Background: an optimization exercise with open tools, aiming at small area and a short achievable clock period. Do not read the settings as production practice. The RTL was checked by simulation tests, not by an equivalence proof against the original design.

==> build 10: inputs <==
==> flow/design.v <==
`default_nettype none
package aes_math_pkg;
  localparam logic [7:0] poly_reduce = 8'h1b;
  localparam logic [2047:0] sbox = {
    128'h637c777bf26b6fc53001672bfed7ab76,
    128'hca82c97dfa5947f0add4a2af9ca472c0,
    128'hb7fd9326363ff7cc34a5e5f171d83115,
    128'h04c723c31896059a071280e2eb27b275,
    128'h09832c1a1b6e5aa0523bd6b329e32f84,
    128'h53d100ed20fcb15b6acbbe394a4c58cf,
    128'hd0efaafb434d338545f9027f503c9fa8,
    128'h51a3408f929d38f5bcb6da2110fff3d2,
    128'hcd0c13ec5f974417c4a77e3d645d1973,
    128'h60814fdc222a908846eeb814de5e0bdb,
    128'he0323a0a4906245cc2d3ac629195e479,
    128'he7c8376d8dd54ea96c56f4ea657aae08,
    128'hba78252e1ca6b4c6e8dd741f4bbd8b8a,
    128'h703eb5664803f60e613557b986c11d9e,
    128'he1f8981169d98e949b1e87e9ce5528df,
    128'h8ca1890dbfe6426841992d0fb054bb16
  };
  function automatic logic [7:0] sub_byte(input logic [7:0] b);
    sub_byte = sbox[2047 - 8 * b -: 8];
  endfunction
  function automatic logic [7:0] xtime(input logic [7:0] b);
    logic [7:0] shifted;
    shifted = {b[6:0], 1'b0};
    if (b[7]) begin
      shifted = shifted ^ poly_reduce;
    end
    xtime = shifted;
  endfunction
  function automatic logic [7:0] mul3(input logic [7:0] b);
    mul3 = xtime(b) ^ b;
  endfunction
endpackage
`default_nettype wire
`timescale 1ns/1ns
`default_nettype none
module aes_mix_column (
  input  wire [31:0] col_in,
  output wire [31:0] col_out
);
  wire [7:0] a0;
  wire [7:0] a1;
  wire [7:0] a2;
  wire [7:0] a3;
  assign a0 = col_in[31:24];
  assign a1 = col_in[23:16];
  assign a2 = col_in[15:8];
  assign a3 = col_in[7:0];
  assign col_out[31:24] = aes_math_pkg::xtime(a0) ^ aes_math_pkg::mul3(a1) ^ a2 ^ a3;
  assign col_out[23:16] = a0 ^ aes_math_pkg::xtime(a1) ^ aes_math_pkg::mul3(a2) ^ a3;
  assign col_out[15:8]  = a0 ^ a1 ^ aes_math_pkg::xtime(a2) ^ aes_math_pkg::mul3(a3);
  assign col_out[7:0]   = aes_math_pkg::mul3(a0) ^ a1 ^ a2 ^ aes_math_pkg::xtime(a3);
endmodule
`default_nettype wire
`timescale 1ns/1ns
`default_nettype none
module aes_sub_shift_stage (
  input  wire         clk,
  input  wire [127:0] in_state,
  output wire [127:0] shifted
);
  wire [127:0] subbed;
  for (genvar c = 0; c < 4; c++) begin : g_col
    for (genvar r = 0; r < 4; r++) begin : g_row
      aes_sbox u_sbox (
        .clk (clk),
        .a   (in_state[127 - 32*c - 8*r -: 8]),
        .y   (subbed[127 - 32*c - 8*r -: 8])
      );
      assign shifted[127 - 32*c - 8*r -: 8] =
        subbed[127 - 32*((c + r) % 4) - 8*r -: 8];
    end
  end
endmodule
module aes_sbox (
  input  wire       clk,
  input  wire [7:0] a,
  output wire [7:0] y
);
  wire U0 = a[7], U1 = a[6], U2 = a[5], U3 = a[4], U4 = a[3], U5 = a[2], U6 = a[1], U7 = a[0];
  wire T1, T2, T3, T4, T5, T6, T7, T8, T9, T10;
  wire T11, T12, T13, T14, T15, T16, T17, T18, T19, T20;
  wire T21, T22, T23, T24, T25, T26, T27, M1, M2, M3;
  wire M4, M5, M6, M7, M8, M9, M10, M11, M12, M13;
  wire M14, M15, M16, M17, M18, M19, M20, M21, M22, M23;
  wire M24, M25, M26, M27, M28, M29, M30, M31, M32, M33;
  wire M34, M35, M36, M37, M38, M39, M40, M41, M42, M43;
  wire M44, M45, M46, M47, M48, M49, M50, M51, M52, M53;
  wire M54, M55, M56, M57, M58, M59, M60, M61, M62, M63;
  wire L0, L1, L2, L3, L4, L5, L6, L7, L8, L9;
  wire L10, L11, L12, L13, L14, L15, L16, L17, L18, L19;
  wire L20, L21, L22, L23, L24, L25, L26, L27, L28, L29;
  wire S0, S1, S2, S3, S4, S5, S6, S7;
  reg  U7_q1, T1_q1, T2_q1, T3_q1, T4_q1, T6_q1, T8_q1, T9_q1, T10_q1, T13_q1;
  reg  T15_q1, T16_q1, T17_q1, T19_q1, T20_q1, T22_q1, T23_q1, T25_q1, T27_q1, M19_q1;
  reg  M20_q1, M21_q1, M22_q1, M50_q1, M56_q1, L0_q1, L1_q1, L6_q1, L7_q1, L8_q1;
  reg  L9_q1, L10_q1, L11_q1, L14_q1, L15_q1, L17_q1, L19_q1, L22_q1, L23_q1;
  assign T1 = U0 ^ U3;
  assign T2 = U0 ^ U5;
  assign T3 = U0 ^ U6;
  assign T4 = U3 ^ U5;
  assign T5 = U4 ^ U6;
  assign T6 = T1 ^ T5;
  assign T7 = U1 ^ U2;
  assign T8 = U7 ^ T6;
  assign T9 = U7 ^ T7;
  assign T10 = T6 ^ T7;
  assign T11 = U1 ^ U5;
  assign T12 = U2 ^ U5;
  assign T13 = T3 ^ T4;
  assign T14 = T6 ^ T11;
  assign T15 = T5 ^ T11;
  assign T16 = T5 ^ T12;
  assign T17 = T9 ^ T16;
  assign T18 = U3 ^ U7;
  assign T19 = T7 ^ T18;
  assign T20 = T1 ^ T19;
  assign T21 = U6 ^ U7;
  assign T22 = T7 ^ T21;
  assign T23 = T2 ^ T22;
  assign T24 = T2 ^ T10;
  assign T25 = T20 ^ T17;
  assign T26 = T3 ^ T16;
  assign T27 = T1 ^ T12;
  assign M1 = T13 & T6;
  assign M2 = T23 & T8;
  assign M3 = T14 ^ M1;
  assign M4 = T19 & U7;
  assign M5 = M4 ^ M1;
  assign M6 = T3 & T16;
  assign M7 = T22 & T9;
  assign M8 = T26 ^ M6;
  assign M9 = T20 & T17;
  assign M10 = M9 ^ M6;
  assign M11 = T1 & T15;
  assign M12 = T4 & T27;
  assign M13 = M12 ^ M11;
  assign M14 = T2 & T10;
  assign M15 = M14 ^ M11;
  assign M16 = M3 ^ M2;
  assign M17 = M5 ^ T24;
  assign M18 = M8 ^ M7;
  assign M19 = M10 ^ M15;
  assign M20 = M16 ^ M13;
  assign M21 = M17 ^ M15;
  assign M22 = M18 ^ M13;
  assign M23 = M19_q1 ^ T25_q1;
  assign M24 = M22_q1 ^ M23;
  assign M25 = M22_q1 & M20_q1;
  assign M26 = M21_q1 ^ M25;
  assign M27 = M20_q1 ^ M21_q1;
  assign M28 = M23 ^ M25;
  assign M29 = M28 & M27;
  assign M30 = M26 & M24;
  assign M31 = M20_q1 & M23;
  assign M32 = M27 & M31;
  assign M33 = M27 ^ M25;
  assign M34 = M21_q1 & M22_q1;
  assign M35 = M24 & M34;
  assign M36 = M24 ^ M25;
  assign M37 = M21_q1 ^ M29;
  assign M38 = M32 ^ M33;
  assign M39 = M23 ^ M30;
  assign M40 = M35 ^ M36;
  assign M41 = M38 ^ M40;
  assign M42 = M37 ^ M39;
  assign M43 = M37 ^ M38;
  assign M44 = M39 ^ M40;
  assign M45 = M42 ^ M41;
  assign M46 = M44 & T6_q1;
  assign M47 = M40 & T8_q1;
  assign M48 = M39 & U7_q1;
  assign M49 = M43 & T16_q1;
  assign M50 = M38 & T9_q1;
  assign M51 = M37 & T17_q1;
  assign M52 = M42 & T15_q1;
  assign M53 = M45 & T27_q1;
  assign M54 = M41 & T10_q1;
  assign M55 = M44 & T13_q1;
  assign M56 = M40 & T23_q1;
  assign M57 = M39 & T19_q1;
  assign M58 = M43 & T3_q1;
  assign M59 = M38 & T22_q1;
  assign M60 = M37 & T20_q1;
  assign M61 = M42 & T1_q1;
  assign M62 = M45 & T4_q1;
  assign M63 = M41 & T2_q1;
  assign L0 = M61 ^ M62;
  assign L1 = M50 ^ M56;
  assign L2 = M46 ^ M48;
  assign L3 = M47 ^ M55;
  assign L4 = M54 ^ M58;
  assign L5 = M49 ^ M61;
  assign L6 = M62 ^ L5;
  assign L7 = M46 ^ L3;
  assign L8 = M51 ^ M59;
  assign L9 = M52 ^ M53;
  assign L10 = M53 ^ L4;
  assign L11 = M60 ^ L2;
  assign L12 = M48 ^ M51;
  assign L13 = M50_q1 ^ L0_q1;
  assign L14 = M52 ^ M61;
  assign L15 = M55 ^ L1;
  assign L16 = M56_q1 ^ L0_q1;
  assign L17 = M57 ^ L1;
  assign L18 = M58 ^ L8;
  assign L19 = M63 ^ L4;
  assign L20 = L0_q1 ^ L1_q1;
  assign L21 = L1_q1 ^ L7_q1;
  assign L22 = L3 ^ L12;
  assign L23 = L18 ^ L2;
  assign L24 = L15_q1 ^ L9_q1;
  assign L25 = L6_q1 ^ L10_q1;
  assign L26 = L7_q1 ^ L9_q1;
  assign L27 = L8_q1 ^ L10_q1;
  assign L28 = L11_q1 ^ L14_q1;
  assign L29 = L11_q1 ^ L17_q1;
  assign S0 = L6_q1 ^ L24;
  assign S1 = ~(L16 ^ L26);
  assign S2 = ~(L19_q1 ^ L28);
  assign S3 = L6_q1 ^ L21;
  assign S4 = L20 ^ L22_q1;
  assign S5 = L25 ^ L29;
  assign S6 = ~(L13 ^ L27);
  assign S7 = ~(L6_q1 ^ L23_q1);
  always @(posedge clk) begin
    U7_q1 <= U7;
    T1_q1 <= T1;
    T2_q1 <= T2;
    T3_q1 <= T3;
    T4_q1 <= T4;
    T6_q1 <= T6;
    T8_q1 <= T8;
    T9_q1 <= T9;
    T10_q1 <= T10;
    T13_q1 <= T13;
    T15_q1 <= T15;
    T16_q1 <= T16;
    T17_q1 <= T17;
    T19_q1 <= T19;
    T20_q1 <= T20;
    T22_q1 <= T22;
    T23_q1 <= T23;
    T25_q1 <= T25;
    T27_q1 <= T27;
    M19_q1 <= M19;
    M20_q1 <= M20;
    M21_q1 <= M21;
    M22_q1 <= M22;
    M50_q1 <= M50;
    M56_q1 <= M56;
    L0_q1 <= L0;
    L1_q1 <= L1;
    L6_q1 <= L6;
    L7_q1 <= L7;
    L8_q1 <= L8;
    L9_q1 <= L9;
    L10_q1 <= L10;
    L11_q1 <= L11;
    L14_q1 <= L14;
    L15_q1 <= L15;
    L17_q1 <= L17;
    L19_q1 <= L19;
    L22_q1 <= L22;
    L23_q1 <= L23;
  end
  assign y[7] = S0;
  assign y[6] = S1;
  assign y[5] = S2;
  assign y[4] = S3;
  assign y[3] = S4;
  assign y[2] = S5;
  assign y[1] = S6;
  assign y[0] = S7;
endmodule
`default_nettype wire
`timescale 1ns/1ns
`default_nettype none
module aes_mix_key_stage (
  input  wire          clk,
  input  wire [127:0]  shifted,
  input  wire [127:0]  round_key,
  output reg  [127:0]  out_state
);
  wire [127:0] mixed;
  for (genvar c = 0; c < 4; c++) begin : g_col
    aes_mix_column u_mix (
      .col_in  (shifted[127 - 32*c -: 32]),
      .col_out (mixed[127 - 32*c -: 32])
    );
  end
  always @(posedge clk) begin
    out_state <= mixed ^ round_key;
  end
endmodule
`default_nettype wire
`timescale 1ns/1ns
`default_nettype none
module aes_round_top (
  input  wire          clk,
  input  wire          rst,
  input  wire          in_valid,
  input  wire [256:0]  in_data,
  output wire          out_valid,
  output wire [127:0]  out_state
);
  localparam int SBOX_CYCLES = 2;
  reg  [SBOX_CYCLES:0] valid_pipe;
  wire [127:0]         shifted;
  always @(posedge clk) begin
    if (rst) begin
      valid_pipe <= '0;
    end else begin
      valid_pipe <= {valid_pipe[SBOX_CYCLES-1:0], in_valid};
    end
  end
  assign out_valid = valid_pipe[SBOX_CYCLES];
  reg [128*SBOX_CYCLES-1:0] key_pipe;
  wire [127:0]              round_key;
  always @(posedge clk) begin
    key_pipe[127:0] <= in_data[128:1] & {128{~in_data[0]}};
  end
  if (SBOX_CYCLES > 1) begin : g_key
    always @(posedge clk) begin
      key_pipe[128*SBOX_CYCLES-1:128] <= key_pipe[128*SBOX_CYCLES-129:0];
    end
  end
  assign round_key = key_pipe[128*SBOX_CYCLES-1 -: 128];
  aes_sub_shift_stage u_sub_shift (
    .clk      (clk),
    .in_state (in_data[256:129]),
    .shifted  (shifted)
  );
  aes_mix_key_stage u_mix_key (
    .clk       (clk),
    .shifted   (shifted),
    .round_key (round_key),
    .out_state (out_state)
  );
endmodule
`default_nettype wire
==> flow/flow/run.sh <==
#!/bin/bash
# Own layout flow: the standard layout (standard.sh) with two changes.
#  1. Synthesis maps the logic with flow/abc.script (area-recovering mapping
#     that keeps the XOR structure of the s-boxes) in place of ORFS's ABC
#     speed script. Everything else in synthesis is the standard one
#     (synth_recipe.tcl on a copy of ORFS's scripts folder), so registers keep
#     their standard names and cells.
#  2. Ports are buffered with sky130_fd_sc_hd__buf_1 instead of the default
#     delay-cell buffer.
# Each tool's output goes to a log of its own in this folder (synth.log,
# layout.log) and ORFS's per-step logs under orfs/logs/.
set -euo pipefail
W=$PWD
rm -rf "$W/scripts_abc"
cp -r "$FLOW_HOME/scripts" "$W/scripts_abc"
cp "$W/flow/abc.script" "$W/scripts_abc/abc_speed.script"
bash "$W/standard.sh" synth SCRIPTS_DIR="$W/scripts_abc" > "$W/synth.log" 2>&1
bash "$W/standard.sh" finish "BUFFER_PORTS_ARGS=-buffer_cell sky130_fd_sc_hd__buf_1" > "$W/layout.log" 2>&1
==> flow/flow/abc.script <==
strash
dch -f
map -a
topo
buffer -c
upsize -c
dnsize -c
==> flow/standard.sh <==
#!/bin/bash
# synth_recipe.tcl (not shown) runs the flow's synth.tcl, then flattens the netlist and writes it again
# the make line also repeats each setting of config.mk as NAME=value (left out here)
make -C /OpenROAD-flow-scripts/flow DESIGN_CONFIG=/design/flow/config.mk WORK_HOME=/design/flow/orfs CLKGATE_MAP_FILE= SYNTH_SCRIPT=/design/flow/synth_recipe.tcl "${@:-finish}"
==> flow/config.mk <==
export PLATFORM = sky130hd
export DESIGN_NAME = aes_round_top
export DESIGN_NICKNAME = aes_round_top
export VERILOG_FILES = /design/flow/design.v
export SDC_FILE = /design/flow/constraint.sdc
export NUM_CORES = 4
export LEC_CHECK = 0
export CAP_MARGIN = 20
export CORE_MARGIN = 2
export CORE_UTILIZATION = 50
export CTS_BUF_LIST = sky130_fd_sc_hd__clkbuf_8
export CTS_CLUSTER_DIAMETER = 60
export CTS_CLUSTER_SIZE = 16
export PLACE_DENSITY = 0.65
export SLEW_MARGIN = 20
==> flow/constraint.sdc <==
create_clock -name core_clock -period 5.0 [get_ports {clk}]
set_input_delay 1.0000 -clock core_clock [delete_from_list [all_inputs] [get_ports {clk}]]
set_output_delay 1.0000 -clock core_clock [all_outputs]
set_load 0.01 [all_outputs]
==> trial 1 (differences from build 10) <==
==> flow/flow/abc.script (replaced) <==
&get -n
&st
&dch -f
&nf -a -R 1000
&put
buffer -c
upsize -c
dnsize -c
==> results.json <==
{
  "synthSimpleGateAreaFrac_pct": 7.203,
  "grt_pass1_wl_um": 128500,
  "worst_slack_ps": 2556,
  "worstMarginPinSlew_ps": 1048,
  "use_met1_pct": 24.59,
  "grt_usage_pct": 19.05,
  "m1WireLength_um": 37910,
  "first_global_vias": 24230,
  "status": "no timing/DRC/antenna violations",
  "drive_above_1_share_pct": 4.282,
  "synth_common_cells": "xnor2_1, dfxtp_1, xor2_1, nand2_1, nor2b_1",
  "cp-endpoint": "u_mix_key.out_state[65]$_DFF_P_",
  "clock_area_share_pct": 3.600,
  "final-nonclk-buf-share_pct": 3.285
}
# the run above: trial 1

==> results.json <==
{
  "status": "no timing/DRC/antenna violations",
  "maxSlewViolCount": 0,
  "clock_area_share_pct": 3.272,
  "drt-initial-drc-count": 996,
  "worst_slack_ps": 2689,
  "rsz0062_at_grt": "no",
  "use_met1_pct": 24.04,
  "drive_above_1_share_pct": 5.603,
  "grt_pass1_wl_um": 137900,
  "yosys_warnings": 4,
  "ioPinCount": 389,
  "worstMarginPinSlew_ps": 962.0,
  "synth_top_family_by_area": "XOR/XNOR gates",
  "die_h_um": 297.6,
  "cap_violations": 0,
  "synth_common_cells": "dfxtp_1, xor2_1, nand2_1, xnor2_1, inv_1",
  "m1WireLength_um": 38960,
  "critPathTopFamily": "XOR/XNOR gates",
  "cp-endpoint": "u_sub_shift.g_col[0].g_row[1].u_sbox.M21_q1$_DFF_P_"
}
# the run above: build 10

[port drivers added, routing unchanged]
Ports are ideal in the flow. The routed layouts listed here were re-timed in OpenROAD. Step 1 assumes that a clkbuf_16 drives the clock port and a buf_2 every other input. Step 2, shift: input delay + t, output delay - t, t = (earliest + latest rising clock arrival at the registers) / 2. This alone moves slack from input paths to output paths. Slacks: ideal / step 1 / step 2; pairs: ideal / step 1.
run	t (ns)	setup slack, ns	latest minus earliest clock arrival (ns)
build 10	0.744	2.689 / 2.635 / 1.946	0.040 / 0.040
trial 1	0.734	2.556 / 2.556 / 1.884	0.032 / 0.032
After both steps setup and hold are still met in every run listed. For build 10, which loses most, drivers alone change the setup slack by -0.054 ns; drivers and shift together by -0.743 ns.
